Source: an optimization exercise on an open RTL-to-GDS flow (aim: small area, a short achievable clock period and few clock cycles). Production flows keep margins and buffers that such runs may drop.
Only simulation tests tie the RTL to the original design; equivalence was not proved.
No activity file was given, so power comes from the tool's default toggle rates.

### flow/run.sh
#!/bin/bash
# synth_recipe.tcl (not shown) runs the flow's synth.tcl, then flattens the netlist and writes it again
# the make line also repeats each setting of config.mk as NAME=value (left out here)
make -C /OpenROAD-flow-scripts/flow DESIGN_CONFIG=/design/flow/config.mk WORK_HOME=/design/flow/orfs CLKGATE_MAP_FILE= SYNTH_SCRIPT=/design/flow/synth_recipe.tcl finish
### flow/config.mk
export PLATFORM = sky130hd
export DESIGN_NAME = pagerank_top
export DESIGN_NICKNAME = pagerank_top
export VERILOG_FILES = /design/flow/design.v
export SDC_FILE = /design/flow/constraint.sdc
export NUM_CORES = 4
export LEC_CHECK = 0
export CAP_MARGIN = 20
export CORE_MARGIN = 2
export CORE_UTILIZATION = 40
export PLACE_DENSITY = 0.6
export SLEW_MARGIN = 20
### flow/constraint.sdc
create_clock -name core_clock -period 7.0 [get_ports {clk}]
set_input_delay 1.4000 -clock core_clock [delete_from_list [all_inputs] [get_ports {clk}]]
set_output_delay 1.4000 -clock core_clock [all_outputs]
set_load 0.01 [all_outputs]
### flow/design.v
`timescale 1ns/100ps
`default_nettype none
module pr_fifo #(
	parameter int WIDTH = 8,
	parameter int LOG_DEPTH = 2,
	parameter int DEPTH = 2**LOG_DEPTH,
	parameter int SHIFT = 0
) (
	input wire clk,
	input wire rst,
	input wire push,
	input wire [WIDTH-1:0] din,
	input wire pop,
	output logic [WIDTH-1:0] dout,
	output logic empty,
	output logic [LOG_DEPTH:0] count
);
	logic [WIDTH-1:0] mem [0:DEPTH-1];
	assign empty = (count == '0);
	always_ff @(posedge clk) begin
		if (rst)
			count <= '0;
		else
			count <= count + (LOG_DEPTH+1)'(push) - (LOG_DEPTH+1)'(pop);
	end
	if (SHIFT != 0) begin : g_shift
		assign dout = mem[0];
		always_ff @(posedge clk) begin
			for (int i = 0; i < DEPTH; i++) begin
				if (pop) begin
					if (push && (count == (LOG_DEPTH+1)'(i + 1)))
						mem[i] <= din;
					else if (i < DEPTH - 1)
						mem[i] <= mem[i+1];
				end else if (push && (count == (LOG_DEPTH+1)'(i))) begin
					mem[i] <= din;
				end
			end
		end
	end else begin : g_ring
		logic [LOG_DEPTH-1:0] wr_ptr;
		logic [LOG_DEPTH-1:0] rd_ptr;
		assign dout = mem[rd_ptr];
		always_ff @(posedge clk) begin
			if (rst) begin
				wr_ptr <= '0;
				rd_ptr <= '0;
			end else begin
				if (push)
					wr_ptr <= (wr_ptr == LOG_DEPTH'(DEPTH - 1)) ? '0 : wr_ptr + 1'b1;
				if (pop)
					rd_ptr <= (rd_ptr == LOG_DEPTH'(DEPTH - 1)) ? '0 : rd_ptr + 1'b1;
			end
		end
		always_ff @(posedge clk) begin
			if (push)
				mem[wr_ptr] <= din;
		end
	end
endmodule
`default_nettype wire
`timescale 1ns/100ps
`default_nettype none
module pr_divider (
	input wire clk,
	input wire rst,
	input wire start,
	input wire [63:0] dividend,
	input wire [31:0] divisor,
	output logic ready,
	output logic done,
	input wire take,
	output logic [63:0] quotient
);
	localparam int W = 8;
	localparam int KS = 2;
	localparam int KL = 1;
	logic [4:0] lz;
	logic found;
	logic [63:0] norm;
	logic pass;
	logic pow2;
	logic special;
	logic [1:0] shift;
	logic start_narrow;
	logic [4:0] nibbles;
	logic [15:0] z4;
	logic [7:0] z8;
	logic [3:0] z16;
	logic z32;
	logic [63:0] n32;
	logic [63:0] n16;
	logic [63:0] n8;
	always_comb begin
		for (int i = 0; i < 16; i++)
			z4[i] = (dividend[i*4 +: 4] == 4'd0);
		for (int i = 0; i < 8; i++)
			z8[i] = z4[2*i] && z4[2*i+1];
		for (int i = 0; i < 4; i++)
			z16[i] = z8[2*i] && z8[2*i+1];
		z32 = z16[2] && z16[3];
		lz[4] = 1'b0;
		lz[3] = z32;
		n32 = z32 ? {dividend[31:0], 32'd0} : dividend;
		lz[2] = z32 ? z16[1] : z16[3];
		n16 = lz[2] ? {n32[47:0], 16'd0} : n32;
		lz[1] = z8[{~lz[3], ~lz[2], 1'b1}];
		n8 = lz[1] ? {n16[55:0], 8'd0} : n16;
		lz[0] = z4[{~lz[3], ~lz[2], ~lz[1], 1'b1}];
		norm = lz[0] ? {n8[59:0], 4'd0} : n8;
		found = !(z32 && z16[1] && z16[0]);
		pow2 = (divisor[31:4] == '0) && ((divisor[3:0] == 4'd1) || (divisor[3:0] == 4'd2)
			|| (divisor[3:0] == 4'd4) || (divisor[3:0] == 4'd8));
		special = (divisor == '0) || pow2;
		shift = {divisor[3] | divisor[2], divisor[3] | divisor[1]};
		pass = special || !found;
		start_narrow = (divisor[31:W] == '0);
		nibbles = 5'd16 - lz;
	end
	localparam int NU = 1;
	logic [1:0] put_sel;
	logic [1:0] get_sel;
	logic [NU-1:0] u_start;
	logic [NU-1:0] u_ready;
	logic [NU-1:0] u_done;
	logic [NU-1:0] u_take;
	logic [63:0] u_quot [0:NU-1];
	logic [6:0] steps;
	assign steps = start_narrow ? 7'((nibbles * 4 + KS - 1) / KS) : 7'((nibbles * 4 + KL - 1) / KL);
	always_comb begin
		for (int i = 0; i < NU; i++) begin
			u_take[i] = take && (get_sel == 2'(i));
			u_start[i] = start && (put_sel == 2'(i));
		end
	end
	assign ready = u_ready[put_sel];
	assign done = u_done[get_sel];
	assign quotient = u_quot[get_sel];
	always_ff @(posedge clk) begin
		if (rst) begin
			put_sel <= '0;
			get_sel <= '0;
		end else begin
			if (start)
				put_sel <= (put_sel == 2'(NU - 1)) ? 2'd0 : put_sel + 1'b1;
			if (take && done)
				get_sel <= (get_sel == 2'(NU - 1)) ? 2'd0 : get_sel + 1'b1;
		end
	end
	for (genvar i = 0; i < NU; i++) begin : g_unit
		pr_div_unit u_unit (
			.clk(clk),
			.rst(rst),
			.start(u_start[i]),
			.load(special ? (dividend >> shift) : norm),
			.divisor(divisor),
			.pass(pass),
			.start_narrow(start_narrow),
			.steps(steps),
			.ready(u_ready[i]),
			.done(u_done[i]),
			.take(u_take[i]),
			.quotient(u_quot[i])
		);
	end
endmodule
module pr_div_unit (
	input wire clk,
	input wire rst,
	input wire start,
	input wire [63:0] load,
	input wire [31:0] divisor,
	input wire pass,
	input wire start_narrow,
	input wire [6:0] steps,
	output logic ready,
	output logic done,
	input wire take,
	output logic [63:0] quotient
);
	localparam int W = 8;
	localparam int KS = 2;
	localparam int KL = 1;
	logic busy;
	logic narrow;
	logic [6:0] steps_left;
	logic [31:0] rem;
	logic [31:0] div_r;
	logic [W+1:0] div3;
	logic [31:0] r_next;
	logic [63:0] q_next;
	always_comb begin
		logic [32:0] sh;
		logic [33:0] diff;
		logic [W-1:0] rs;
		logic [W+1:0] v;
		logic [W+2:0] t1;
		logic [W+2:0] t2;
		logic [W+2:0] t3;
		r_next = rem;
		q_next = quotient;
		sh = '0;
		diff = '0;
		rs = '0;
		v = '0;
		t1 = '0;
		t2 = '0;
		t3 = '0;
		if (narrow) begin
			rs = rem[W-1:0];
			for (int j = 0; j < KS / 2; j++) begin
				v = {rs, q_next[63:62]};
				t1 = {1'b0, v} - {3'b000, div_r[W-1:0]};
				t2 = {1'b0, v} - {2'b00, div_r[W-1:0], 1'b0};
				t3 = {1'b0, v} - {1'b0, div3};
				if (!t3[W+2]) begin
					rs = t3[W-1:0];
					q_next = {q_next[61:0], 2'd3};
				end else if (!t2[W+2]) begin
					rs = t2[W-1:0];
					q_next = {q_next[61:0], 2'd2};
				end else if (!t1[W+2]) begin
					rs = t1[W-1:0];
					q_next = {q_next[61:0], 2'd1};
				end else begin
					rs = v[W-1:0];
					q_next = {q_next[61:0], 2'd0};
				end
			end
			r_next = {{(32-W){1'b0}}, rs};
		end else begin
			for (int j = 0; j < KL; j++) begin
				sh = {r_next, q_next[63]};
				diff = {1'b0, sh} - {2'b00, div_r};
				r_next = diff[33] ? sh[31:0] : diff[31:0];
				q_next = {q_next[62:0], !diff[33]};
			end
		end
	end
	assign ready = !busy && (!done || take);
	always_ff @(posedge clk) begin
		if (rst) begin
			busy <= 1'b0;
			done <= 1'b0;
		end else begin
			if (take)
				done <= 1'b0;
			if (start) begin
				busy <= !pass;
				done <= pass;
			end else if (busy && steps_left == 7'd1) begin
				busy <= 1'b0;
				done <= 1'b1;
			end
		end
	end
	always_ff @(posedge clk) begin
		if (start) begin
			rem <= '0;
			div_r <= divisor;
			div3 <= {divisor[W-1:0], 1'b0} + {2'b00, divisor[W-1:0]};
			narrow <= start_narrow;
			quotient <= load;
			steps_left <= steps;
		end else if (busy) begin
			rem <= r_next;
			quotient <= q_next;
			steps_left <= steps_left - 1'b1;
		end
	end
endmodule
`default_nettype wire
`timescale 1ns/100ps
`default_nettype none
module pr_control (
	input wire clk,
	input wire rst,
	input wire softreg_req_valid,
	input wire softreg_req_is_write,
	input wire [31:0] softreg_req_addr,
	input wire [63:0] softreg_req_data,
	output logic softreg_resp_valid,
	output logic [63:0] softreg_resp_data,
	output logic rnd_start,
	output logic rnd_last,
	output logic [31:0] rnd_n_vertices,
	output logic [31:0] rnd_n_edges,
	output logic [63:0] rnd_vert_base,
	output logic [63:0] rnd_edge_base,
	output logic [63:0] rnd_rd_base,
	output logic [63:0] rnd_wr_base,
	input wire rnd_round_done
);
	localparam logic [2:0] IDLE = 3'd0;
	localparam logic [2:0] INIT = 3'd1;
	localparam logic [2:0] RUN = 3'd2;
	localparam logic [2:0] DONE = 3'd4;
	logic [2:0] state;
	logic [31:0] total_rounds;
	logic [31:0] done_rounds;
	logic [31:0] done_rounds_inc;
	logic reg_wr;
	logic start_wr;
	assign reg_wr = softreg_req_valid && softreg_req_is_write;
	assign start_wr = reg_wr && (softreg_req_addr == 32'h38);
	assign done_rounds_inc = done_rounds + 1'b1;
	always_ff @(posedge clk) begin
		if (reg_wr) begin
			case (softreg_req_addr)
				32'h00: rnd_n_vertices <= softreg_req_data[31:0];
				32'h08: rnd_n_edges <= softreg_req_data[31:0];
				32'h10: rnd_vert_base <= softreg_req_data;
				32'h18: rnd_edge_base <= softreg_req_data;
				32'h20: rnd_rd_base <= softreg_req_data;
				32'h28: rnd_wr_base <= softreg_req_data;
				32'h30: total_rounds <= softreg_req_data[31:0];
				default: ;
			endcase
		end
		if (rnd_round_done) begin
			rnd_rd_base <= rnd_wr_base;
			rnd_wr_base <= rnd_rd_base;
		end
	end
	always_ff @(posedge clk) begin
		if (rst) begin
			state <= IDLE;
			rnd_start <= 1'b0;
			done_rounds <= '0;
		end else begin
			rnd_start <= 1'b0;
			case (state)
				INIT, RUN: begin
					if (rnd_round_done) begin
						done_rounds <= done_rounds_inc;
						state <= rnd_last ? DONE : RUN;
						rnd_last <= (done_rounds + 32'd2 >= total_rounds);
					end
				end
				default: begin
					if (start_wr) begin
						state <= INIT;
						rnd_start <= 1'b1;
						done_rounds <= '0;
						rnd_last <= (total_rounds <= 32'd1);
					end
				end
			endcase
		end
	end
	always_ff @(posedge clk) begin
		if (rst)
			softreg_resp_valid <= 1'b0;
		else
			softreg_resp_valid <= softreg_req_valid && !softreg_req_is_write;
	end
	always_ff @(posedge clk) begin
		case (softreg_req_addr)
			32'h00: softreg_resp_data <= {32'd0, rnd_n_vertices};
			32'h08: softreg_resp_data <= {32'd0, rnd_n_edges};
			32'h10: softreg_resp_data <= rnd_vert_base;
			32'h18: softreg_resp_data <= rnd_edge_base;
			32'h20: softreg_resp_data <= rnd_rd_base;
			32'h28: softreg_resp_data <= rnd_wr_base;
			32'h30: softreg_resp_data <= {32'd0, total_rounds};
			32'h40: softreg_resp_data <= {61'd0, state};
			32'h48: softreg_resp_data <= {32'd0, done_rounds};
			default: softreg_resp_data <= '0;
		endcase
	end
endmodule
`default_nettype wire
`timescale 1ns/100ps
`default_nettype none
module pr_mem_reader (
	input wire clk,
	input wire rst,
	output logic [63:0] m_araddr,
	output logic [2:0] m_arprot,
	output logic m_arvalid,
	input wire m_arready,
	input wire [63:0] m_rdata,
	input wire [1:0] m_rresp,
	input wire m_rvalid,
	output logic m_rready,
	input wire rnd_start,
	input wire rnd_last,
	input wire rnd_round_done,
	input wire [31:0] rnd_n_vertices,
	input wire [31:0] rnd_n_edges,
	input wire [63:0] rnd_vert_base,
	input wire [63:0] rnd_edge_base,
	input wire [63:0] rnd_rd_base,
	input wire [63:0] rnd_wr_base,
	input wire [7-1:0] wr_acked,
	output logic vert_valid,
	input wire vert_ready,
	output logic vert_first,
	output logic [10-1:0] vert_in_deg,
	output logic [31:0] vert_out_deg,
	output logic score_valid,
	input wire score_ready,
	output logic [63:0] score_data
);
	localparam int VW = 7;
	localparam int EW = 10;
	localparam int VQ = 3;
	localparam int VD = 6;
	localparam int EQ = 3;
	localparam int TQ = 3;
	localparam logic [1:0] TAG_VERT = 2'd0;
	localparam logic [1:0] TAG_EDGE = 2'd1;
	localparam logic [1:0] TAG_SCORE = 2'd2;
	logic active;
	logic first;
	logic ahead;
	logic [VW-1:0] vert_cnt;
	logic [EW-1:0] edge_cnt;
	logic [EW-1:0] edge_credit;
	logic [EW-1:0] deg_new;
	logic [EW-1:0] credit_sum;
	logic [VQ:0] vert_used;
	logic [EQ:0] edge_used;
	logic round_issued;
	logic next_round;
	logic slot_free;
	logic src_ready;
	logic can_score;
	logic can_edge;
	logic can_vert;
	logic issue;
	logic issue_score;
	logic issue_edge;
	logic issue_vert;
	logic [63:0] addr_vert;
	logic [63:0] addr_edge;
	logic [63:0] addr_score;
	logic [1:0] tag_head;
	logic tag_empty;
	logic [TQ:0] tag_count;
	logic rd_take;
	logic vert_push;
	logic vert_push_first;
	logic edge_push;
	logic edge_empty;
	logic [5:0] edge_head;
	logic vq_empty;
	logic [VQ:0] vq_count;
	logic [EQ:0] eq_count;
	assign m_arprot = 3'b000;
	assign round_issued = (vert_cnt == rnd_n_vertices[VW-1:0])
		&& (first || ((edge_cnt == rnd_n_edges[EW-1:0]) && (edge_used == '0)));
	assign next_round = active && round_issued && !ahead;
	assign slot_free = !m_arvalid || m_arready;
	assign src_ready = !ahead || ({1'b0, edge_head} < wr_acked);
	assign can_score = !edge_empty && src_ready;
	assign can_edge = !first && (edge_cnt != rnd_n_edges[EW-1:0])
		&& (edge_credit != '0) && !edge_used[EQ];
	assign can_vert = (vert_cnt != rnd_n_vertices[VW-1:0]) && (vert_used != (VQ+1)'(VD));
	assign issue = slot_free && active && !tag_count[TQ]
		&& (can_score || can_edge || can_vert);
	assign issue_score = issue && can_score;
	assign issue_edge = issue && !can_score && can_edge;
	assign issue_vert = issue && !can_score && !can_edge;
	pr_add64 u_add_vert (
		.a(rnd_vert_base),
		.b({54'd0, vert_cnt, 3'b000}),
		.s(addr_vert)
	);
	pr_add64 u_add_edge (
		.a(rnd_edge_base),
		.b({51'd0, edge_cnt, 3'b000}),
		.s(addr_edge)
	);
	pr_add64 u_add_score (
		.a(ahead ? rnd_wr_base : rnd_rd_base),
		.b({55'd0, edge_head, 3'b000}),
		.s(addr_score)
	);
	always_ff @(posedge clk) begin
		if (rst) begin
			m_arvalid <= 1'b0;
		end else if (slot_free) begin
			m_arvalid <= issue;
		end
	end
	always_ff @(posedge clk) begin
		if (issue)
			m_araddr <= can_score ? addr_score : can_edge ? addr_edge : addr_vert;
	end
	always_ff @(posedge clk) begin
		if (rst) begin
			active <= 1'b0;
			first <= 1'b0;
			ahead <= 1'b0;
		end else if (rnd_start) begin
			active <= 1'b1;
			first <= 1'b1;
			ahead <= 1'b0;
		end else begin
			if (next_round) begin
				if (rnd_last)
					active <= 1'b0;
				first <= 1'b0;
				ahead <= !rnd_round_done;
			end else if (rnd_round_done) begin
				ahead <= 1'b0;
			end
		end
	end
	always_ff @(posedge clk) begin
		if (rst || rnd_start || next_round) begin
			vert_cnt <= '0;
			edge_cnt <= '0;
		end else begin
			if (issue_vert)
				vert_cnt <= vert_cnt + 1'b1;
			if (issue_edge)
				edge_cnt <= edge_cnt + 1'b1;
		end
		if (rst || rnd_start) begin
			edge_credit <= '0;
			deg_new <= '0;
		end else begin
			edge_credit <= issue_edge ? credit_sum - 1'b1 : credit_sum;
			deg_new <= (vert_push && !vert_push_first) ? m_rdata[32+EW-1:32] : '0;
		end
	end
	always_ff @(posedge clk) begin
		if (rst) begin
			vert_used <= '0;
			edge_used <= '0;
		end else begin
			vert_used <= vert_used + (VQ+1)'(issue_vert) - (VQ+1)'(vert_valid && vert_ready);
			edge_used <= edge_used + (EQ+1)'(issue_edge) - (EQ+1)'(issue_score);
		end
	end
	assign credit_sum = edge_credit + deg_new;
	logic head_score;
	logic sq_empty;
	logic [1:0] sq_count;
	assign head_score = m_rvalid && !tag_empty && (tag_head == TAG_SCORE);
	assign m_rready = tag_empty || (tag_head != TAG_SCORE) || !sq_count[1];
	assign rd_take = m_rvalid && m_rready;
	assign vert_push = rd_take && (tag_head == TAG_VERT);
	assign edge_push = rd_take && (tag_head == TAG_EDGE);
	assign score_valid = !sq_empty;
	pr_fifo #(.WIDTH(64), .LOG_DEPTH(1), .SHIFT(1)) u_score_fifo (
		.clk(clk),
		.rst(rst),
		.push(head_score && !sq_count[1]),
		.din(m_rdata),
		.pop(score_valid && score_ready),
		.dout(score_data),
		.empty(sq_empty),
		.count(sq_count)
	);
	logic [2:0] tag_in;
	logic [2:0] tag_out;
	assign tag_in = {issue_vert && first, issue_score ? TAG_SCORE : issue_edge ? TAG_EDGE : TAG_VERT};
	assign tag_head = tag_out[1:0];
	assign vert_push_first = tag_out[2];
	pr_fifo #(.WIDTH(3), .LOG_DEPTH(TQ), .SHIFT(1)) u_tag_fifo (
		.clk(clk),
		.rst(rst),
		.push(issue),
		.din(tag_in),
		.pop(rd_take),
		.dout(tag_out),
		.empty(tag_empty),
		.count(tag_count)
	);
	pr_fifo #(.WIDTH(1 + EW + 32), .LOG_DEPTH(VQ), .DEPTH(VD)) u_vert_fifo (
		.clk(clk),
		.rst(rst),
		.push(vert_push),
		.din({vert_push_first, m_rdata[32+EW-1:32], m_rdata[31:0]}),
		.pop(vert_valid && vert_ready),
		.dout({vert_first, vert_in_deg, vert_out_deg}),
		.empty(vq_empty),
		.count(vq_count)
	);
	assign vert_valid = !vq_empty;
	pr_fifo #(.WIDTH(6), .LOG_DEPTH(EQ), .SHIFT(1)) u_edge_fifo (
		.clk(clk),
		.rst(rst),
		.push(edge_push),
		.din(m_rdata[5:0]),
		.pop(issue_score),
		.dout(edge_head),
		.empty(edge_empty),
		.count(eq_count)
	);
endmodule
`default_nettype wire
`timescale 1ns/100ps
`default_nettype none
module pr_vertex_engine (
	input wire clk,
	input wire rst,
	input wire rnd_start,
	input wire [31:0] rnd_n_vertices,
	input wire vert_valid,
	output logic vert_ready,
	input wire vert_first,
	input wire [10-1:0] vert_in_deg,
	input wire [31:0] vert_out_deg,
	input wire score_valid,
	output logic score_ready,
	input wire [63:0] score_data,
	output logic res_valid,
	input wire res_take,
	output logic [63:0] res_data
);
	localparam int EW = 10;
	logic cur_valid;
	logic cur_first;
	logic [EW-1:0] deg_left;
	logic [31:0] out_deg;
	logic [63:0] sum;
	logic [16:0] init_val;
	logic init_busy;
	logic init_pend;
	logic div_start;
	logic div_ready;
	logic [63:0] div_dividend;
	logic [31:0] div_divisor;
	logic div_done;
	logic div_take;
	logic [63:0] div_quot;
	logic handoff;
	logic load;
	logic term_first;
	logic term_more;
	logic add;
	logic [EW-1:0] deg_base;
	logic [63:0] term;
	logic [63:0] sum_add;
	logic deg_zero;
	assign handoff = cur_valid && deg_zero && div_ready && !(init_busy && !init_pend);
	assign vert_ready = !cur_valid || handoff;
	assign load = vert_ready && vert_valid;
	assign term_first = load ? vert_first : cur_first;
	assign term_more = load ? (vert_in_deg != '0) : (cur_valid && !deg_zero);
	assign score_ready = term_more && !term_first;
	assign add = term_more && (term_first ? !init_busy : score_valid);
	assign deg_base = load ? vert_in_deg : deg_left;
	assign term = term_first ? {47'd0, init_val} : score_data;
	pr_add64 u_add (
		.a(sum),
		.b(cur_first ? {47'd0, init_val} : score_data),
		.s(sum_add)
	);
	always_ff @(posedge clk) begin
		if (rst) begin
			cur_valid <= 1'b0;
			init_busy <= 1'b0;
			init_pend <= 1'b0;
		end else if (rnd_start) begin
			cur_valid <= 1'b1;
			init_busy <= 1'b1;
			init_pend <= 1'b1;
		end else begin
			if (vert_ready)
				cur_valid <= vert_valid;
			if (handoff)
				init_pend <= 1'b0;
			if (div_done)
				init_busy <= 1'b0;
		end
	end
	always_ff @(posedge clk) begin
		if (rnd_start) begin
			cur_first <= 1'b0;
			out_deg <= rnd_n_vertices;
			deg_left <= '0;
			deg_zero <= 1'b1;
			sum <= 64'h10000;
		end else begin
			if (load) begin
				cur_first <= vert_first;
				out_deg <= vert_out_deg;
			end
			if (load || add) begin
				deg_left <= deg_base - EW'(add);
				deg_zero <= (deg_base == EW'(add));
			end
			if (load)
				sum <= add ? term : 64'd0;
			else if (add)
				sum <= sum_add;
		end
		if (div_done && init_busy)
			init_val <= div_quot[16:0];
	end
	assign div_start = handoff;
	assign div_dividend = sum;
	assign div_divisor = out_deg;
	assign res_valid = div_done && !init_busy;
	assign res_data = div_quot;
	assign div_take = init_busy || res_take;
	pr_divider u_divider (
		.clk(clk),
		.rst(rst),
		.start(div_start),
		.dividend(div_dividend),
		.divisor(div_divisor),
		.ready(div_ready),
		.done(div_done),
		.take(div_take),
		.quotient(div_quot)
	);
endmodule
module pr_add64 (
	input wire [63:0] a,
	input wire [63:0] b,
	output logic [63:0] s
);
	logic [63:0] g [0:6];
	logic [63:0] p [0:6];
	always_comb begin
		g[0] = a & b;
		p[0] = a ^ b;
		for (int k = 0; k < 6; k++) begin
			for (int i = 0; i < 64; i++) begin
				if (((i >> k) & 1) == 1) begin
					g[k+1][i] = g[k][i] | (p[k][i] & g[k][((i >> k) << k) - 1]);
					p[k+1][i] = p[k][i] & p[k][((i >> k) << k) - 1];
				end else begin
					g[k+1][i] = g[k][i];
					p[k+1][i] = p[k][i];
				end
			end
		end
		s = p[0] ^ {g[6][62:0], 1'b0};
	end
endmodule
`default_nettype wire
`timescale 1ns/100ps
`default_nettype none
module pr_writeback (
	input wire clk,
	input wire rst,
	output logic [63:0] m_awaddr,
	output logic [2:0] m_awprot,
	output logic m_awvalid,
	input wire m_awready,
	output logic [63:0] m_wdata,
	output logic [7:0] m_wstrb,
	output logic m_wvalid,
	input wire m_wready,
	input wire [1:0] m_bresp,
	input wire m_bvalid,
	output logic m_bready,
	input wire rnd_start,
	input wire [31:0] rnd_n_vertices,
	input wire [63:0] rnd_rd_base,
	input wire [63:0] rnd_wr_base,
	output logic rnd_round_done,
	output logic [7-1:0] wr_acked,
	input wire res_valid,
	output logic res_take,
	input wire [63:0] res_data
);
	localparam int VW = 7;
	logic [VW-1:0] idx;
	logic idx_last;
	logic ack_last;
	logic ahead;
	logic put;
	logic wb_free;
	assign m_awprot = 3'b000;
	assign m_wstrb = 8'hff;
	assign m_bready = 1'b1;
	assign put = res_valid && wb_free;
	assign res_take = put;
	assign rnd_round_done = m_bvalid && ack_last;
	always_ff @(posedge clk) begin
		if (rst) begin
			m_awvalid <= 1'b0;
			m_wvalid <= 1'b0;
		end else begin
			if (m_awready)
				m_awvalid <= 1'b0;
			if (m_wready)
				m_wvalid <= 1'b0;
			if (put) begin
				m_awvalid <= 1'b1;
				m_wvalid <= 1'b1;
			end
		end
	end
	always_ff @(posedge clk) begin
		if (rst || rnd_start)
			wb_free <= 1'b1;
		else if (put)
			wb_free <= 1'b0;
		else
			wb_free <= !(m_awvalid && !m_awready) && !(m_wvalid && !m_wready)
				&& !(ahead && !rnd_round_done && idx_last);
	end
	always_ff @(posedge clk) begin
		if (rst || rnd_start) begin
			idx <= '0;
			idx_last <= (rnd_n_vertices[VW-1:0] == VW'(1));
			wr_acked <= '0;
			ack_last <= (rnd_n_vertices[VW-1:0] == VW'(1));
			ahead <= 1'b0;
		end else begin
			if (put) begin
				idx <= idx_last ? '0 : idx + 1'b1;
				idx_last <= idx_last ? (rnd_n_vertices[VW-1:0] == VW'(1))
					: (idx + VW'(2) == rnd_n_vertices[VW-1:0]);
			end
			if (rnd_round_done) begin
				wr_acked <= '0;
				ack_last <= (rnd_n_vertices[VW-1:0] == VW'(1));
			end else if (m_bvalid) begin
				wr_acked <= wr_acked + 1'b1;
				ack_last <= (wr_acked + VW'(2) == rnd_n_vertices[VW-1:0]);
			end
			if (put && idx_last)
				ahead <= 1'b1;
			else if (rnd_round_done)
				ahead <= 1'b0;
		end
	end
	logic [63:0] awaddr_next;
	pr_add64 u_add_aw (
		.a(ahead ? rnd_rd_base : rnd_wr_base),
		.b({54'd0, idx, 3'b000}),
		.s(awaddr_next)
	);
	always_ff @(posedge clk) begin
		if (put) begin
			m_awaddr <= awaddr_next;
			m_wdata <= res_data;
		end
	end
endmodule
`default_nettype wire
`timescale 1ns/100ps
`default_nettype none
module pagerank_top (
	input wire clk,
	input wire rst,
	output logic [63:0] m_araddr,
	output logic [2:0] m_arprot,
	output logic m_arvalid,
	input wire m_arready,
	input wire [63:0] m_rdata,
	input wire [1:0] m_rresp,
	input wire m_rvalid,
	output logic m_rready,
	output logic [63:0] m_awaddr,
	output logic [2:0] m_awprot,
	output logic m_awvalid,
	input wire m_awready,
	output logic [63:0] m_wdata,
	output logic [7:0] m_wstrb,
	output logic m_wvalid,
	input wire m_wready,
	input wire [1:0] m_bresp,
	input wire m_bvalid,
	output logic m_bready,
	input wire softreg_req_valid,
	input wire softreg_req_is_write,
	input wire [31:0] softreg_req_addr,
	input wire [63:0] softreg_req_data,
	output logic softreg_resp_valid,
	output logic [63:0] softreg_resp_data
);
	logic vert_valid;
	logic vert_ready;
	logic [10-1:0] vert_in_deg;
	logic [31:0] vert_out_deg;
	logic score_valid;
	logic score_ready;
	logic [63:0] score_data;
	logic res_valid;
	logic res_take;
	logic [63:0] res_data;
	logic rnd_start;
	logic rnd_last;
	logic [7-1:0] wr_acked;
	logic vert_first;
	logic [31:0] rnd_n_vertices;
	logic [31:0] rnd_n_edges;
	logic [63:0] rnd_vert_base;
	logic [63:0] rnd_edge_base;
	logic [63:0] rnd_rd_base;
	logic [63:0] rnd_wr_base;
	logic rnd_round_done;
	pr_control u_control (
		.clk(clk),
		.rst(rst),
		.softreg_req_valid(softreg_req_valid),
		.softreg_req_is_write(softreg_req_is_write),
		.softreg_req_addr(softreg_req_addr),
		.softreg_req_data(softreg_req_data),
		.softreg_resp_valid(softreg_resp_valid),
		.softreg_resp_data(softreg_resp_data),
		.rnd_start(rnd_start),
		.rnd_last(rnd_last),
		.rnd_n_vertices(rnd_n_vertices),
		.rnd_n_edges(rnd_n_edges),
		.rnd_vert_base(rnd_vert_base),
		.rnd_edge_base(rnd_edge_base),
		.rnd_rd_base(rnd_rd_base),
		.rnd_wr_base(rnd_wr_base),
		.rnd_round_done(rnd_round_done)
	);
	pr_mem_reader u_mem_reader (
		.clk(clk),
		.rst(rst),
		.m_araddr(m_araddr),
		.m_arprot(m_arprot),
		.m_arvalid(m_arvalid),
		.m_arready(m_arready),
		.m_rdata(m_rdata),
		.m_rresp(m_rresp),
		.m_rvalid(m_rvalid),
		.m_rready(m_rready),
		.rnd_start(rnd_start),
		.rnd_last(rnd_last),
		.rnd_round_done(rnd_round_done),
		.rnd_n_vertices(rnd_n_vertices),
		.rnd_n_edges(rnd_n_edges),
		.rnd_vert_base(rnd_vert_base),
		.rnd_edge_base(rnd_edge_base),
		.rnd_rd_base(rnd_rd_base),
		.rnd_wr_base(rnd_wr_base),
		.wr_acked(wr_acked),
		.vert_valid(vert_valid),
		.vert_ready(vert_ready),
		.vert_first(vert_first),
		.vert_in_deg(vert_in_deg),
		.vert_out_deg(vert_out_deg),
		.score_valid(score_valid),
		.score_ready(score_ready),
		.score_data(score_data)
	);
	pr_vertex_engine u_vertex_engine (
		.clk(clk),
		.rst(rst),
		.rnd_start(rnd_start),
		.rnd_n_vertices(rnd_n_vertices),
		.vert_valid(vert_valid),
		.vert_ready(vert_ready),
		.vert_first(vert_first),
		.vert_in_deg(vert_in_deg),
		.vert_out_deg(vert_out_deg),
		.score_valid(score_valid),
		.score_ready(score_ready),
		.score_data(score_data),
		.res_valid(res_valid),
		.res_take(res_take),
		.res_data(res_data)
	);
	pr_writeback u_writeback (
		.clk(clk),
		.rst(rst),
		.m_awaddr(m_awaddr),
		.m_awprot(m_awprot),
		.m_awvalid(m_awvalid),
		.m_awready(m_awready),
		.m_wdata(m_wdata),
		.m_wstrb(m_wstrb),
		.m_wvalid(m_wvalid),
		.m_wready(m_wready),
		.m_bresp(m_bresp),
		.m_bvalid(m_bvalid),
		.m_bready(m_bready),
		.rnd_start(rnd_start),
		.rnd_n_vertices(rnd_n_vertices),
		.rnd_rd_base(rnd_rd_base),
		.rnd_wr_base(rnd_wr_base),
		.rnd_round_done(rnd_round_done),
		.wr_acked(wr_acked),
		.res_valid(res_valid),
		.res_take(res_take),
		.res_data(res_data)
	);
endmodule
`default_nettype wire
==> flow_summary.ini, run 1 <==
[placed_design]
finalWeightedCongestion = 0.953
portBuffers = 429
hpwl_um = 179000
place_area_mm2 = 0.0855
pre_cts_ws_ns = 1.79
place_inst = 9938

[worst_setup_path]
regToRegEndpoint = u_control.rnd_last$_DFFE_PP_
worstSetupPathType = reg -> reg
regToRegSetupSlack_ns = 1.71
crit_path_cell_trace = ha_1 -> nand3_2 -> nor4_1 -> and3_1 -> nand2_1 -> nor3_1 -> and2_1 -> nand4_1 -> xnor2_1 -> ha_1 -> a21o_1 -> a21o_1 -> a21o_1 -> a21o_1 -> a21o_1 -> a21oi_1 -> nor2b_1 -> o21ai_0 -> o31ai_1 -> a31o_2
cp-start-kind = flop
crit_slowest_cell = dfxtp_1
r2r_cells = 20
cp_data_required_time_ns = 7.57
path_max_fanout = 9
cpMostUsedCell = a21o_1
arrival_ns = 5.86
crit_path_end = u_control.rnd_last$_DFFE_PP_
rr_startpoint = u_control.done_rounds[1]$_SDFFE_PP0P_
critical_path.max_stage_delay_ns = 0.57
crit_path_start = u_control.done_rounds[1]$_SDFFE_PP0P_
crit_path_end_kind = flop

[sta]
fin_crit_sh = 0.756
rsz0062_at_grt = no
fin_crit_ns = 5.29
slew_headroom = 0.217
fin_skew_ns = 0.0469
report.final.setup_viol = 0
finalSetupTns_ns = 0
fmax_mhz = 189
hold_viol_final = 0
tightest_slew_ns = 1.16
setup_slack_ns = 1.71
fin_hold_ws_ns = 0.439
slew_viol_final = 0

[yosys]
yosys_warnings = 17
syn_avg_cell_area_um2 = 10.9
yosysMostFrequentCell = edfxtp_1
synth_cell_type_count = 109
synth_common_cells = edfxtp_1, nand2_1, mux2i_1, nor2_1, dfxtp_1
synthCells = 7208
synth_edf_count = 1113
yosysSeqAreaShare = 0.517
async_flop_share = 0
synth_top_area_share = 0.425
synthFlopType = edfxtp_1
ys_ff_latch = 1475
synth_area_leaders = edfxtp_1, dfxtp_1, mux2i_1
synth_area_leader_cell = edfxtp_1
syn_area_mm2 = 0.0786

[clocking]
cts_hold_buf = 0
post_cts_resized = 0
clkTransAtPathRegs_ns = 0.06
cts-root-buf = clkbuf_16
post_cts_buffers = 0
cts_max_path_buffers = 3
clock_latency_ns = 0.85
numCtsBuffers = 164
h-tree-depth = 4
cts_sinks = 1475
cts_tree = yes

[min_path]
min_path_cells = 0
hold_class = reg -> reg

[power_and_ir_drop]
p_int_mw = 19.7
seqPwrFrac = 0.384
vdd_drop_max_mv = 0.224
power_mw = 30.3
p_comb_frac = 0.320
switching_share = 0.350
p_sw_mw = 10.6
clkPwrFrac = 0.295
leakage_nw = 33.2
powerDensity_mw_per_mm2 = 332

[route]
antenna_left = 0
vias = 59787
finalWirelength_um = 255000
drc = 0
wl_per_cell_um = 24.9
drt_iter0_markers = 6030
via_per_inst = 5.82
drtPass1Iterations = 8

[finish]
layout.nets = 7940
syn2layout_area_growth_pct = 16.0
multi_input_area_mm2 = 0.0354
n_fill_cell = 17738
final_util = 0.467
design_area_mm2 = 0.0912
seqCellArea_mm2 = 0.0407
instances_no_fill = 10271
post_route_cells_drive_above_1_share = 0.0976

[global_route]
antenna_found_initial = 41
grt_pass1_wl_um = 375000
grt_pass1_vias = 57281
grt_max_degree = 93
grt-ovfl-total = 0
track_usage = 0.249

[floorplanning]
dieArea_mm2 = 0.200
die_height_um = 447
initial_core_util = 0.403
die_w_um = 447
num_rows = 162
ioPinCount = 449
core_area_mm2 = 0.195

[job]
maxCapViolations = 0

[outcome]
status = no timing/DRC/antenna violations
worst min-delay path by stage:
stage	start	to	slack, ns
floorplan	u_vertex_engine.out_deg[12]$_DFFE_PP_	flop	0.43
global placement	u_vertex_engine.out_deg[18]$_DFFE_PP_	flop	0.44
detailed placement	u_vertex_engine.out_deg[18]$_DFFE_PP_	flop	0.44
CTS	u_vertex_engine.out_deg[18]$_DFFE_PP_	flop	0.43
global route	u_vertex_engine.out_deg[9]$_DFFE_PP_	flop	0.47
finish	u_vertex_engine.out_deg[18]$_DFFE_PP_	flop	0.44
placed cells by master (no fill, tap or decap), drive strengths merged, types with 97 or more instances in the layout:
cell / instances
dfxtp: 362
nand2: 894
ha: 261
clkbuf: 208
o22ai: 99
nor2: 418
edfxtp: 1113
mux2i: 435
mux2: 194
nand3: 211
xnor2: 226
xor2: 231
o21ai: 336
buf: 121
inv: 246
a22oi: 184
nor3: 97
clkdlybuf4s50: 428
a21oi: 331
sequential cells by signal (all words and copies together), names as in the netlist, 48 cells and up, named ones only:
signal and count:
u_mem_reader.u_vert_fifo.mem 258, u_mem_reader.u_score_fifo.mem 128, u_control.rnd_edge_base 64, u_control.rnd_rd_base 64
u_control.rnd_vert_base 64, u_control.rnd_wr_base 64, u_control.softreg_resp_data 64, u_mem_reader.m_araddr 64
u_vertex_engine.sum 64, u_vertex_engine.u_divider.g_unit.u_unit.quotient 64, u_writeback.m_awaddr 64, u_writeback.m_wdata 64
u_mem_reader.u_edge_fifo.mem 48
cell families after synthesis:
logic type                 synth area share
and+or+nand+nor                       0.128
buffers and inverters                0.0362
muxes                                0.0960
xor gates and xnor gates             0.0509
other                             0.0000955
AOI/OAI and AO/OA                     0.124
DFF                                   0.517
adders and majority gates            0.0476
worst max-delay path: cells and delay by family, from the launching register on:
family	cells	cell delay [ns]
AOI/OAI and AO/OA	9	1.50
DFF	1	0.57
adders and majority gates	2	0.62
and+or+nand+nor	8	2.14
xor gates and xnor gates	1	0.20
cell type report:
type                    instances  share of cell area
inverters                     240              0.0100
multi-input cells            5051               0.388
well taps                    2624              0.0360
flip-flops and latches       1475               0.446
repair buffers                550              0.0577
clock inverters                99              0.0127
clock buffers                 207              0.0483
diodes                         25            0.000686
power by group through the flow:
stage	logic [mW]	clock network, mW	registers (mW)
after CTS	9.62	9.08	11.6
after global routing	10.6	9.43	11.7
after global placement	9.41	0	11.7
after floorplan	7.23	0	11.3
after detailed placement	9.56	0	11.8
final	9.69	8.94	11.6
routing by layer:
layer	part of all wire	track usage	vias to the layer above
met5	0.00022	0	-
met4	0.042	0.108	8
met3	0.078	0.0436	437
met2	0.45	0.381	2491
met1	0.43	0.344	29646
li1	-	-	27205
Testbench counts, summed over its fixed seeds: cycles 20,343.
==> inputs of run 2 (changes only) <==
--- a/flow/config.mk
+++ b/flow/config.mk
@@ -7,6 +7,6 @@
 export LEC_CHECK = 0
 export CAP_MARGIN = 20
 export CORE_MARGIN = 2
-export CORE_UTILIZATION = 40
-export PLACE_DENSITY = 0.6
+export CORE_UTILIZATION = 55
+export PLACE_DENSITY = 0.75
 export SLEW_MARGIN = 20
==> run 2 against run 1 <==
Against the previous run: non-clock buffer count fell by 6; largest power group unchanged; combinational power fell by 0.7%; synthesized cell count did not move; cell count fell by 7.4%; fmax fell by 6.7%; final area fell by 1.3%; register-to-register slack got worse by 0.38 ns; critical path type unchanged.
==> flow_summary.ini, run 2 <==
[job]
maxCapViolations = 0

[global_route]
track_usage = 0.320
grt-ovfl-total = 0
grt_pass1_wl_um = 357000
grt_max_degree = 85
grt_pass1_vias = 58144
antenna_found_initial = 44

[route]
vias = 60774
drt_iter0_markers = 7846
antenna_left = 0
drc = 0
wl_per_cell_um = 25.3
via_per_inst = 6.39
drtPass1Iterations = 10
finalWirelength_um = 241000

[sta]
hold_viol_final = 0
report.final.setup_viol = 0
rsz0062_at_grt = no
fin_crit_ns = 5.67
slew_headroom = 0.201
fmax_mhz = 176
slew_viol_final = 0
tightest_slew_ns = 1.20
fin_skew_ns = 0.0417
fin_crit_sh = 0.810
finalSetupTns_ns = 0

[clocking]
clock_latency_ns = 0.82
h-tree-depth = 4
post_cts_resized = 0
cts_tree = yes
cts_sinks = 1475
post_cts_buffers = 0
numCtsBuffers = 153
cts_max_path_buffers = 3
cts-root-buf = clkbuf_16
clkTransAtPathRegs_ns = 0.07
cts_hold_buf = 0

[worst_setup_path]
regToRegSetupSlack_ns = 1.33
arrival_ns = 6.20
cp.buffers_inverters = 1
crit_path_cell_trace = mux2i_1 -> inv_1 -> ha_1 -> a21o_1 -> a21oi_1 -> o21ai_0 -> nand2_1 -> nor4_2 -> nand4_1 -> nor2_1 -> xnor2_1 -> o22ai_1 -> a21oi_1
cp-start-kind = flop
cpMostUsedCell = a21oi_1
path_max_fanout = 38
crit_slowest_cell = nor4_2
cp_top_family = simple AND/OR/NAND/NOR gates
cp_data_required_time_ns = 7.53
critical_path.max_stage_delay_ns = 1.11
worstSetupPathType = reg -> reg
crit_path_end_kind = flop

[yosys]
yosysMostFrequentCell = edfxtp_1
synth_edf_count = 1113
yosys_warnings = 17
syn_avg_cell_area_um2 = 10.9
synth_top_area_share = 0.425
syn_area_mm2 = 0.0786
async_flop_share = 0
yosysSeqAreaShare = 0.517
synth_area_leaders = edfxtp_1, dfxtp_1, mux2i_1
synth_cell_type_count = 109
synth_common_cells = edfxtp_1, nand2_1, mux2i_1, nor2_1, dfxtp_1
ys_ff_latch = 1475
synthCells = 7208
synthFlopType = edfxtp_1
synth_area_leader_cell = edfxtp_1

[finish]
layout.nets = 7923
final_common_cell = edfxtp_1
instances_no_fill = 9507
multi_input_area_mm2 = 0.0354
syn2layout_area_growth_pct = 14.5
final_cell_mix = edfxtp_1, nand2_1, mux2i_1
seqCellArea_mm2 = 0.0407
biggestRegsByFlops = u_mem_reader.u_vert_fifo.mem (258), u_mem_reader.u_score_fifo.mem (128)
regMostFlops = u_mem_reader.u_vert_fifo.mem
design_area_mm2 = 0.0900
post_route_cells_drive_above_1_share = 0.0956
n_fill_cell = 10936
largest_reg_flops = 258
final_util = 0.635

[placed_design]
hpwl_um = 166000
place_inst = 9199
portBuffers = 429
place_area_mm2 = 0.0846
finalWeightedCongestion = 0.964

[floorplanning]
ioPinCount = 449
dieArea_mm2 = 0.146
initial_core_util = 0.555
num_rows = 138
core_area_mm2 = 0.142
die_w_um = 382
die_height_um = 382

[min_path]
hold_class = reg -> reg

[power_and_ir_drop]
powerDensity_mw_per_mm2 = 333
vdd_drop_max_mv = 0.411
leakage_nw = 33.0

[outcome]
status = no timing/DRC/antenna violations
run 2: power breakdown:
part	switching, mW	internal (mW)
Sequential	1.00	10.7
Clock	3.60	5.10
Combinational	5.75	3.87
run 2: through the flow:
stage,power [mW],hold slack [ns],setup slack (ns)
2_1_floorplan,18.5,0.427,0.523
3_3_place_gp,20.9,0.433,1.89
3_5_place_dp,21.2,0.435,1.85
4_1_cts,29.8,0.426,1.82
5_1_grt,31.2,0.450,1.35
6_report,30.0,0.428,1.33
run 2: logic make-up (layout without fill, tap and decap cells):
kind of cell | Yosys count | in the layout | synth area share
adders and majority gates | 285 | 285 | 0.0476
buffers and inverters | 695 | 1071 | 0.0362
DFF | 1475 | 1475 | 0.517
muxes | 674 | 674 | 0.0960
and+or+nand+nor | 2133 | 2133 | 0.128
xor gates and xnor gates | 457 | 457 | 0.0509
AOI/OAI and AO/OA | 1487 | 1487 | 0.124
other | 2 | 35 | 0.0000955
run 2: final cells by class:
cell class	instances	area share
flip-flops and latches	1475	0.452
multi-input cells	5051	0.394
repair buffers	544	0.0580
clock buffers	205	0.0474
well taps	1890	0.0263
clock inverters	82	0.0120
inverters	240	0.0101
diodes	20	0.000556
run 2: path summary, 6_finish.rpt:
| path | to | cells after the start | from |
|---|---|---|---|
| setup / recovery | u_mem_reader.m_araddr[57]$_DFFE_PN_ | 13 | u_mem_reader.ahead$_SDFFE_PP0P_ |
| hold / removal | flop | 0 | u_vertex_engine.out_deg[8]$_DFFE_PP_ |
| setup reg to reg | u_mem_reader.m_araddr[57]$_DFFE_PN_ | 13 | u_mem_reader.ahead$_SDFFE_PP0P_ |
| hold reg to reg | flop | 0 | u_vertex_engine.out_deg[8]$_DFFE_PP_ |
run 2: metal layers:
| layer | vias up | GRT usage | share of wire |
|---|---|---|---|
| met5 | - | 0 | 0.0011 |
| met4 | 34 | 0.146 | 0.049 |
| met3 | 652 | 0.0915 | 0.12 |
| met2 | 3454 | 0.474 | 0.43 |
| met1 | 29493 | 0.437 | 0.40 |
| li1 | 27141 | - | - |
==> inputs of run 3 (changes only) <==
--- a/flow/design.v
+++ b/flow/design.v
@@ -304,6 +304,14 @@
 	assign reg_wr = softreg_req_valid && softreg_req_is_write;
 	assign start_wr = reg_wr && (softreg_req_addr == 32'h38);
 	assign done_rounds_inc = done_rounds + 1'b1;
+	logic [63:0] rounds_diff;
+	logic next_last;
+	pr_add64 u_rounds_diff (
+		.a({32'd0, total_rounds}),
+		.b({32'hffffffff, ~done_rounds}),
+		.s(rounds_diff)
+	);
+	assign next_last = rounds_diff[63] || (rounds_diff[62:1] == '0);
 	always_ff @(posedge clk) begin
 		if (reg_wr) begin
 			case (softreg_req_addr)
@@ -334,7 +342,7 @@
 					if (rnd_round_done) begin
 						done_rounds <= done_rounds_inc;
 						state <= rnd_last ? DONE : RUN;
-						rnd_last <= (done_rounds + 32'd2 >= total_rounds);
+						rnd_last <= next_last;
 					end
 				end
 				default: begin
--- a/flow/config.mk
+++ b/flow/config.mk
@@ -7,6 +7,6 @@
 export LEC_CHECK = 0
 export CAP_MARGIN = 20
 export CORE_MARGIN = 2
-export CORE_UTILIZATION = 55
-export PLACE_DENSITY = 0.75
+export CORE_UTILIZATION = 40
+export PLACE_DENSITY = 0.6
 export SLEW_MARGIN = 20
==> run 3 against run 2 <==
Against the previous run: highest routed layer unchanged; first-iteration DRC count down 14%; register-to-register slack better by 0.16 ns; global-route usage down 6.8 points; synthesized cell count up 0.22%; fmax up 2.9%; final area up 1.8%; worst setup slack better by 0.16 ns; core utilization down 17 points; sequential cell count unchanged; count of clock-buffer cells in the layout unchanged; critical path type unchanged.
==> flow_summary.ini, run 3 <==
[power_and_ir_drop]
clkPwrFrac = 0.310
p_sw_mw = 9.78
power_mw = 28.9
powerDensity_mw_per_mm2 = 315
seqPwrFrac = 0.395
p_int_mw = 19.1
switching_share = 0.339
p_comb_frac = 0.296
vdd_drop_max_mv = 0.353
leakage_nw = 33.3

[floorplanning]
core_area_mm2 = 0.195
die_w_um = 448
ioPinCount = 449
dieArea_mm2 = 0.201
initial_core_util = 0.404
num_rows = 162
die_height_um = 448

[finish]
n_fill_cell = 17855
layout.nets = 7996
post_route_cells_drive_above_1_share = 0.0988
largest_reg_flops = 258
multi_input_area_mm2 = 0.0358
regMostFlops = u_mem_reader.u_vert_fifo.mem
syn2layout_area_growth_pct = 16.2
final_cell_mix = edfxtp_1, nand2_1, mux2i_1
seqCellArea_mm2 = 0.0407
biggestRegsByFlops = u_mem_reader.u_vert_fifo.mem (258), u_mem_reader.u_score_fifo.mem (128)
final_common_cell = edfxtp_1

[yosys]
synth_fa_ha_area_frac = 0.0483
synth_top_family_by_area = simple AND/OR/NAND/NOR gates
synth-simple-area-share = 0.128
yosysMostFrequentCell = edfxtp_1
synthMuxAreaShare = 0.106
synth_compound_area_frac = 0.121
async_flop_share = 0
synth_area_leaders = edfxtp_1, dfxtp_1, mux2i_1
synth_edf_count = 1113
ys_ff_latch = 1475
syn_avg_cell_area_um2 = 10.9
synth_cell_type_count = 102
synthCells = 7224
synth_common_cells = edfxtp_1, nand2_1, mux2i_1, nor2_1, dfxtp_1
syn_area_mm2 = 0.0788
synth_xor_area_frac = 0.0471
synth_top_area_share = 0.424
yosysSeqAreaShare = 0.516
synth_area_leader_cell = edfxtp_1
yosys_warnings = 17
synthFlopType = edfxtp_1

[clocking]
post_cts_buffers = 0
numCtsBuffers = 163
h-tree-depth = 4
clock_latency_ns = 0.83
cts_sinks = 1475
post_cts_resized = 0
cts_max_path_buffers = 3
cts_tree = yes
clkTransAtPathRegs_ns = 0.06
cts-root-buf = clkbuf_16
cts_hold_buf = 0

[global_route]
met3_usage = 0.0500
grtUsageMet2 = 0.376
grt_pass1_wl_um = 379000
grt_pass1_vias = 57300
track_usage = 0.253
grt_max_degree = 86
antenna_found_initial = 40
grt_util_met1 = 0.358
grt.busiest_layer = met2
grt-ovfl-total = 0

[sta]
fin_hold_ws_ns = 0.451
report.final.setup_viol = 0
slew_viol_final = 0
finalSetupTns_ns = 0
rsz0062_at_grt = no
hold_viol_final = 0
slew_headroom = 0.190
tightest_slew_ns = 1.20
fin_crit_ns = 5.52
fin_skew_ns = 0.0422
fin_crit_sh = 0.788
fmax_mhz = 181

[route]
wl_per_cell_um = 25.3
drt_iter0_markers = 6732
drtPass1Iterations = 8
drc = 0
vias = 60227
via_per_inst = 5.83
antenna_left = 0
finalWirelength_um = 261000

[worst_setup_path]
arrival_ns = 6.03
cp_top_family = simple AND/OR/NAND/NOR gates
critical_path.max_stage_delay_ns = 0.90
cp_data_required_time_ns = 7.52
critical_path_depth = 12
worstSetupPathType = reg -> reg
cpMostUsedCell = a21oi_1
crit_path_end_kind = flop
cp.buffers_inverters = 2
crit_slowest_cell = nor4_1
r2r_cells = 12
path_max_fanout = 58
cp-start-kind = flop
crit_path_cell_trace = nor4_1 -> and4_1 -> o2111ai_2 -> nand2_2 -> inv_2 -> mux2i_1 -> o21ba_2 -> buf_4 -> a2111oi_0 -> a21oi_1 -> a21oi_1 -> a21oi_1

[min_path]
hold_class = reg -> reg
min_path_cells = 0

[placed_design]
hpwl_um = 186000
portBuffers = 429
finalWeightedCongestion = 0.970

[outcome]
status = no timing/DRC/antenna violations

[job]
maxCapViolations = 0
-- run 3: cells by family (layout without fill, tap and decap cells) --
logic type / Yosys count / in the layout
DFF: 1475 / 1475
AOI/OAI and AO/OA: 1461 / 1461
and+or+nand+nor: 2152 / 2152
other: 2 / 38
muxes: 753 / 753
buffers and inverters: 670 / 1108
xor gates and xnor gates: 424 / 424
adders and majority gates: 287 / 287
-- run 3: worst paths after layout --
path	slack, ns	startpoint	end
max reg2reg	1.48	u_vertex_engine.sum[52]$_SDFFE_PP0P_	flop
min	0.45	u_vertex_engine.out_deg[28]$_DFFE_PP_	flop
min reg2reg	0.45	u_vertex_engine.out_deg[28]$_DFFE_PP_	flop
max	1.48	u_vertex_engine.sum[52]$_SDFFE_PP0P_	flop
-- run 3: metal layers --
metal  share of wire  up-vias
li1                -    27406
met1            0.43    29697
met2            0.44     2670
met3           0.089      434
met4           0.040       20
met5         0.00079        -
-- run 3: power by group through the flow --
stage / Combinational [mW] / Sequential (mW) / Clock, mW
6_report: 8.54 / 11.4 / 8.94
5_1_grt: 9.24 / 11.5 / 9.42
4_1_cts: 8.41 / 11.4 / 9.08
3_5_place_dp: 8.36 / 11.6 / 0
3_3_place_gp: 8.24 / 11.5 / 0
2_1_floorplan: 6.17 / 11.1 / 0
-- run 3: final cells by class --
cell class / count / area share
clock buffers: 205 / 0.0479
flip-flops and latches: 1475 / 0.444
multi-input cells: 5092 / 0.391
well taps: 2624 / 0.0358
clock inverters: 99 / 0.0126
inverters: 241 / 0.00996
diodes: 23 / 0.000628
repair buffers: 563 / 0.0583
-- run 3: metrics by stage --
step	util	worst slack (ns)	area [µm²]	instances
2_1_floorplan	-	0.592	78900	7237
6_report	0.469	1.48	91600	10322
3_5_place_dp	0.440	1.76	86000	9994
3_3_place_gp	0.440	1.86	86000	9994
4_1_cts	0.468	1.72	91500	10298
5_1_grt	0.469	1.28	91600	10319
Testbench counts of run 3, summed over its fixed seeds: cycles 20,343.
==> inputs of run 4 (changes only) <==
--- a/flow/config.mk
+++ b/flow/config.mk
@@ -9,4 +9,5 @@
 export CORE_MARGIN = 2
 export CORE_UTILIZATION = 40
 export PLACE_DENSITY = 0.6
+export SETUP_SLACK_MARGIN = 2.0
 export SLEW_MARGIN = 20
==> run 4 against run 3 <==
Against the previous run: routed wire length is 0.61% higher; die area is the same; total power rose by 1.1%; sequential share of layout area is 0.17 points lower; sequential cell count stayed put; fmax up 15%; register-to-register slack improved by 0.75 ns; cell count is essentially flat; clock power grew 3.0%; count of clock-buffer cells in the layout grew 13; clock skew up 0.036 ns; synthesized area unchanged.
==> flow_summary.ini, run 4 <==
[outcome]
status = no timing/DRC/antenna violations

[yosys]
async_flop_share = 0
syn_area_mm2 = 0.0788
yosys_warnings = 17
yosysSeqAreaShare = 0.516
yosysMostFrequentCell = edfxtp_1
synthFlopType = edfxtp_1
synth_edf_count = 1113
synth_cell_type_count = 102
synthCells = 7224
synth_area_leaders = edfxtp_1, dfxtp_1, mux2i_1
syn_avg_cell_area_um2 = 10.9
synth_top_area_share = 0.424
synth_common_cells = edfxtp_1, nand2_1, mux2i_1, nor2_1, dfxtp_1
synth_area_leader_cell = edfxtp_1
ys_ff_latch = 1475

[finish]
syn2layout_area_growth_pct = 16.6
final_common_cell = edfxtp_1
regMostFlops = u_mem_reader.u_vert_fifo.mem
layout.nets = 8005
final_util = 0.471
largest_reg_flops = 258
instances_no_fill = 10328
biggestRegsByFlops = u_mem_reader.u_vert_fifo.mem (258), u_mem_reader.u_score_fifo.mem (128)
final_cell_mix = edfxtp_1, nand2_1, mux2i_1
post_route_cells_drive_above_1_share = 0.102
design_area_mm2 = 0.0920

[worst_setup_path]
cp-start-kind = primary input
arrival_ns = 5.24
cp_data_required_time_ns = 7.44
crit_path_end_kind = flop
path_max_fanout = 38
worstSetupPathType = in -> reg

[route]
drc = 0
antenna_left = 0
vias = 60513
via_per_inst = 5.86
wl_per_cell_um = 25.4
drtPass1Iterations = 8
finalWirelength_um = 262000
drt_iter0_markers = 6473

[sta]
slew_viol_final = 0
fin_hold_ws_ns = 0.445
fmax_mhz = 208
fin_crit_ns = 4.80
fin_crit_sh = 0.686
report.final.setup_viol = 0
tightest_slew_ns = 1.17
finalSetupTns_ns = 0
slew_headroom = 0.218
hold_viol_final = 0
fin_skew_ns = 0.0778
rsz0062_at_grt = yes

[placed_design]
finalWeightedCongestion = 0.946
hpwl_um = 187000
portBuffers = 429
place_inst = 9999
place_area_mm2 = 0.0860

[floorplanning]
num_rows = 162
die_w_um = 448
core_area_mm2 = 0.195
initial_core_util = 0.404
die_height_um = 448
dieArea_mm2 = 0.201
ioPinCount = 449

[clocking]
clkTransAtPathRegs_ns = 0.06
cts_tree = yes
cts_max_path_buffers = 3
cts_sinks = 1475
cts-root-buf = clkbuf_16
clock_latency_ns = 0.83
h-tree-depth = 4
numCtsBuffers = 165

[global_route]
track_usage = 0.254
grt_pass1_vias = 57457
grt_pass1_wl_um = 382000
grt-ovfl-total = 0
antenna_found_initial = 40
grt_max_degree = 90

[power_and_ir_drop]
leakage_nw = 33.5
vdd_drop_max_mv = 0.279
powerDensity_mw_per_mm2 = 318

[min_path]
hold_class = reg -> reg

[job]
maxCapViolations = 0
[run 4: power breakdown]
group	total (mW)	internal, mW	leakage [nW]	switching, mW
Combinational	8.61	3.38	17.5	5.23
Sequential	11.4	10.6	13.2	0.822
Clock	9.21	5.44	2.80	3.77
[run 4: repair_timing]
item,CTS,global route
hold buffers,0,0
setup buffers,0,2
cloned,0,1
gates resized for setup,3,17
endpoints found under the setup margin,38,101
pin swaps,0,4
[run 4: path summary, 6_finish.rpt]
| check | cells past startpoint | startpoint | slack (ns) | end |
|---|---|---|---|---|
| worst max-delay path | 8 | softreg_req_addr[1] | 2.20 | u_control.rnd_vert_base[59]$_DFFE_PP_ |
| worst min-delay path | 0 | u_vertex_engine.out_deg[11]$_DFFE_PP_ | 0.45 | flop |
| worst max register to register | 17 | u_control.total_rounds[0]$_DFFE_PP_ | 2.23 | u_control.rnd_last$_DFFE_PP_ |
| worst min register to register | 0 | u_vertex_engine.out_deg[11]$_DFFE_PP_ | 0.45 | flop |
[run 4: area by class of cell]
| type | instances | area, µm² |
|---|---|---|
| antenna | 19 | 47.5 |
| clock buffer | 218 | 4590 |
| clock inverter | 89 | 1160 |
| fill | 17863 | 103000 |
| inverter | 241 | 916 |
| multi-input combinational | 5092 | 35900 |
| sequential | 1475 | 40700 |
| tap | 2624 | 3280 |
| timing repair buffer | 569 | 5390 |
| timing repair inverter | 1 | 7.51 |
[run 4: per-stage QoR]
| stage | setup slack [ns] | power (mW) |
|---|---|---|
| 2_1_floorplan | 2.04 | 17.3 |
| 3_3_place_gp | 1.56 | 19.8 |
| 3_5_place_dp | 1.47 | 20.0 |
| 4_1_cts | 2.01 | 29.2 |
| 5_1_grt | 1.95 | 30.5 |
| 6_report | 2.20 | 29.2 |
[run 4: layer usage]
metal / GRT usage / vias up / share of wire
li1: - / 27426 / -
met4: 0.110 / 18 / 0.043
met5: 0 / - / 0.00045
met2: 0.379 / 2838 / 0.44
met1: 0.359 / 29765 / 0.43
met3: 0.0481 / 466 / 0.086
[run 4: worst max-delay path, stage by stage]
cell and delay, ns:
clkdlybuf4s50_1 0.40, nor4_1 0.30, nand4_1 0.23, nor3_1 0.43, nor3b_2 0.97, nor2b_4 0.30, buf_4 0.45, buf_4 0.70
[run 4: logic make-up after synthesis]
kind of cell / synth area share
simple gates: 0.128
flops: 0.516
compound gates: 0.121
mux: 0.106
buf+inv: 0.0338
xor+xnor: 0.0471
fa+ha+maj: 0.0483
other cells: 0.0000953
==> inputs of run 5 (changes only) <==
--- a/flow/config.mk
+++ b/flow/config.mk
@@ -9,5 +9,5 @@
 export CORE_MARGIN = 2
 export CORE_UTILIZATION = 40
 export PLACE_DENSITY = 0.6
-export SETUP_SLACK_MARGIN = 2.0
+export SETUP_SLACK_MARGIN = 2.5
 export SLEW_MARGIN = 20
==> run 5 against run 4 <==
Against the previous run: core utilization about the same; clock skew fell by 0.039 ns; sequential cell count stayed put; clock power decreased by 5.0%; sequential power is essentially flat; hold slack better by 0.0057 ns; sequential share of layout area is essentially flat; highest routed layer unchanged.
==> flow_summary.ini, run 5 <==
[worst_setup_path]
arrival_ns = 5.19
crit_path_end_kind = flop
cp_data_required_time_ns = 7.65
cp-start-kind = flop
path_max_fanout = 5
worstSetupPathType = reg -> reg

[sta]
fin_crit_ns = 4.54
tightest_slew_ns = 1.18
fin_hold_ws_ns = 0.451
rsz0062_at_grt = yes
fin_skew_ns = 0.0387
finalSetupTns_ns = 0
slew_viol_final = 0
fmax_mhz = 220
report.final.setup_viol = 0
fin_crit_sh = 0.648
hold_viol_final = 0
slew_headroom = 0.207

[clocking]
cts_tree = yes
numCtsBuffers = 163
cts_sinks = 1475
clock_latency_ns = 0.84
h-tree-depth = 4
cts_max_path_buffers = 3
cts-root-buf = clkbuf_16
clkTransAtPathRegs_ns = 0.06

[yosys]
synth_area_leader_cell = edfxtp_1
syn_area_mm2 = 0.0788
yosysMostFrequentCell = edfxtp_1
async_flop_share = 0
synth_area_leaders = edfxtp_1, dfxtp_1, mux2i_1
synth_top_area_share = 0.424
ys_ff_latch = 1475
synth_cell_type_count = 102
synth_edf_count = 1113
syn_avg_cell_area_um2 = 10.9
yosys_warnings = 17
synthFlopType = edfxtp_1
synthCells = 7224
synth_common_cells = edfxtp_1, nand2_1, mux2i_1, nor2_1, dfxtp_1
yosysSeqAreaShare = 0.516

[finish]
largest_reg_flops = 258
biggestRegsByFlops = u_mem_reader.u_vert_fifo.mem (258), u_mem_reader.u_score_fifo.mem (128)
syn2layout_area_growth_pct = 16.7
instances_no_fill = 10324
regMostFlops = u_mem_reader.u_vert_fifo.mem
layout.nets = 8005
final_common_cell = edfxtp_1
n_fill_cell = 17784
post_route_cells_drive_above_1_share = 0.105
final_cell_mix = edfxtp_1, nand2_1, mux2i_1

[global_route]
grt-ovfl-total = 0
grt_pass1_wl_um = 380000
grt_max_degree = 90
track_usage = 0.253
antenna_found_initial = 39
grt_pass1_vias = 57374

[floorplanning]
die_w_um = 448
dieArea_mm2 = 0.201
die_height_um = 448
ioPinCount = 449
num_rows = 162
initial_core_util = 0.404
core_area_mm2 = 0.195

[outcome]
status = no timing/DRC/antenna violations

[job]
maxCapViolations = 0

[placed_design]
place_inst = 9995
hpwl_um = 187000
finalWeightedCongestion = 0.952
portBuffers = 429

[route]
vias = 60361
drc = 0
via_per_inst = 5.85
drtPass1Iterations = 10
finalWirelength_um = 261000
wl_per_cell_um = 25.3
drt_iter0_markers = 6477
antenna_left = 0

[min_path]
hold_class = reg -> reg

[power_and_ir_drop]
leakage_nw = 33.4
powerDensity_mw_per_mm2 = 313
vdd_drop_max_mv = 0.276
## run 5: cell types whose count changed in the layout (fill, tap and decap cells not counted), moves of 5 or more
cell and change:
nand2_1 -5, nor4_4 +5, bufinv_16 -10, nor4_1 -7, clkbuf_1 +7, clkbuf_16 -5
inv_6 -6
## run 5: cells by family after synthesis
logic type,after synthesis,synth area share
muxes,753,0.106
DFF,1475,0.516
buffers and inverters,670,0.0338
and+or+nand+nor,2152,0.128
other,2,0.0000953
AOI/OAI and AO/OA,1461,0.121
adders and majority gates,287,0.0483
xor gates and xnor gates,424,0.0471
## run 5: report_power, final
group | total (mW) | switching (mW) | internal, mW
combinational | 8.63 | 5.20 | 3.42
clock | 8.75 | 3.75 | 4.99
sequential | 11.4 | 0.850 | 10.6
## run 5: metal layers
metal,part of all wire,vias up,wire [µm],global-route usage
li1,-,27461,-,-
met1,0.43,29877,113000,0.358
met2,0.44,2572,115000,0.376
met3,0.089,433,23200,0.0513
met4,0.039,18,10300,0.103
met5,0.00041,-,107,0
## run 5: path summary, 6_finish.rpt
check | from | to | slack (ns) | cells past startpoint
max reg2reg | u_control.total_rounds[0]$_DFFE_PP_ | u_control.rnd_last$_DFFE_PP_ | 2.46 | 17
max | u_control.total_rounds[0]$_DFFE_PP_ | u_control.rnd_last$_DFFE_PP_ | 2.46 | 17
min | u_vertex_engine.out_deg[10]$_DFFE_PP_ | flop | 0.45 | 0
min reg2reg | u_vertex_engine.out_deg[10]$_DFFE_PP_ | flop | 0.45 | 0
## run 5: per-stage QoR
stage | util | total power, mW | instance area [µm²] | setup slack (ns)
after global placement | 0.441 | 19.8 | 86100 | 1.71
after global routing | 0.471 | 30.1 | 92000 | 2.29
after floorplan | - | 17.3 | 79100 | 2.37
final | 0.471 | 28.8 | 92000 | 2.46
after CTS | 0.470 | 28.8 | 91800 | 2.23
after detailed placement | 0.441 | 20.0 | 86100 | 1.64
## run 5: critical path, stage by stage, from the launching register on
cell	delay, ns
edfxtp_1	0.37
nor2b_1	0.15
fa_2	0.36
a21o_1	0.19
a311o_1	0.31
o311a_4	0.39
o311a_4	0.35
nor2_2	0.13
fa_1	0.17
nand2_1	0.07
nor3_2	0.14
nand4b_1	0.09
or4_1	0.52
nor4_2	0.17
nand4_1	0.20
a2111oi_4	0.34
o2111ai_2	0.15
o21ai_2	0.24
## run 5: what timing repair did
action                                  4_1_cts  5_1_grt
resized for setup                            23       37
hold buffers                                  0        0
gates cloned                                  0        1
pin swaps                                     3        9
buffers inserted                              3        5
endpoints found under the setup margin      261      256
## run 5: final cells by class
type                            instances  area (µm²)  share of cell area
Antenna cell                           16        40.0            0.000435
Clock buffer                          221        4510              0.0490
Clock inverter                         83         961              0.0104
Sequential cell                      1475       40700               0.442
Multi-Input combinational cell       5093       36100               0.393
Tap cell                             2624        3280              0.0357
Timing Repair Buffer                  571        5470              0.0595
Inverter                              241         927              0.0101

## port drivers added, routing unchanged
In the flow no input, the clock included, has a driving cell. The finished layouts below were timed again as built, in two steps.
Step 1, drivers: a clkbuf_16 drives clk and a buf_2 each remaining input, both assumed.
Step 2 also shifts input and output timing later by t, the mid clock arrival at the registers, as if the neighbouring blocks saw the same clock.
Three values: ideal ports, drivers, drivers and shift; two values: the first two.
run | t, ns | setup slack, ns | latest minus earliest clock arrival (ns)
run 1 | 0.916 | 1.709 / 1.709 / 1.709 | 0.056 / 0.056
run 2 | 0.879 | 1.327 / 1.327 / 1.327 | 0.044 / 0.044
run 3 | 0.893 | 1.485 / 1.485 / 1.485 | 0.047 / 0.047
run 4 | 0.881 | 2.200 / 2.229 / 1.382 | 0.083 / 0.083
run 5 | 0.905 | 2.462 / 2.462 / 1.825 | 0.043 / 0.043
After both steps setup and hold are still met in every run listed. For run 4, which loses most, drivers alone change the setup slack by +0.029 ns; drivers and shift together by -0.818 ns.
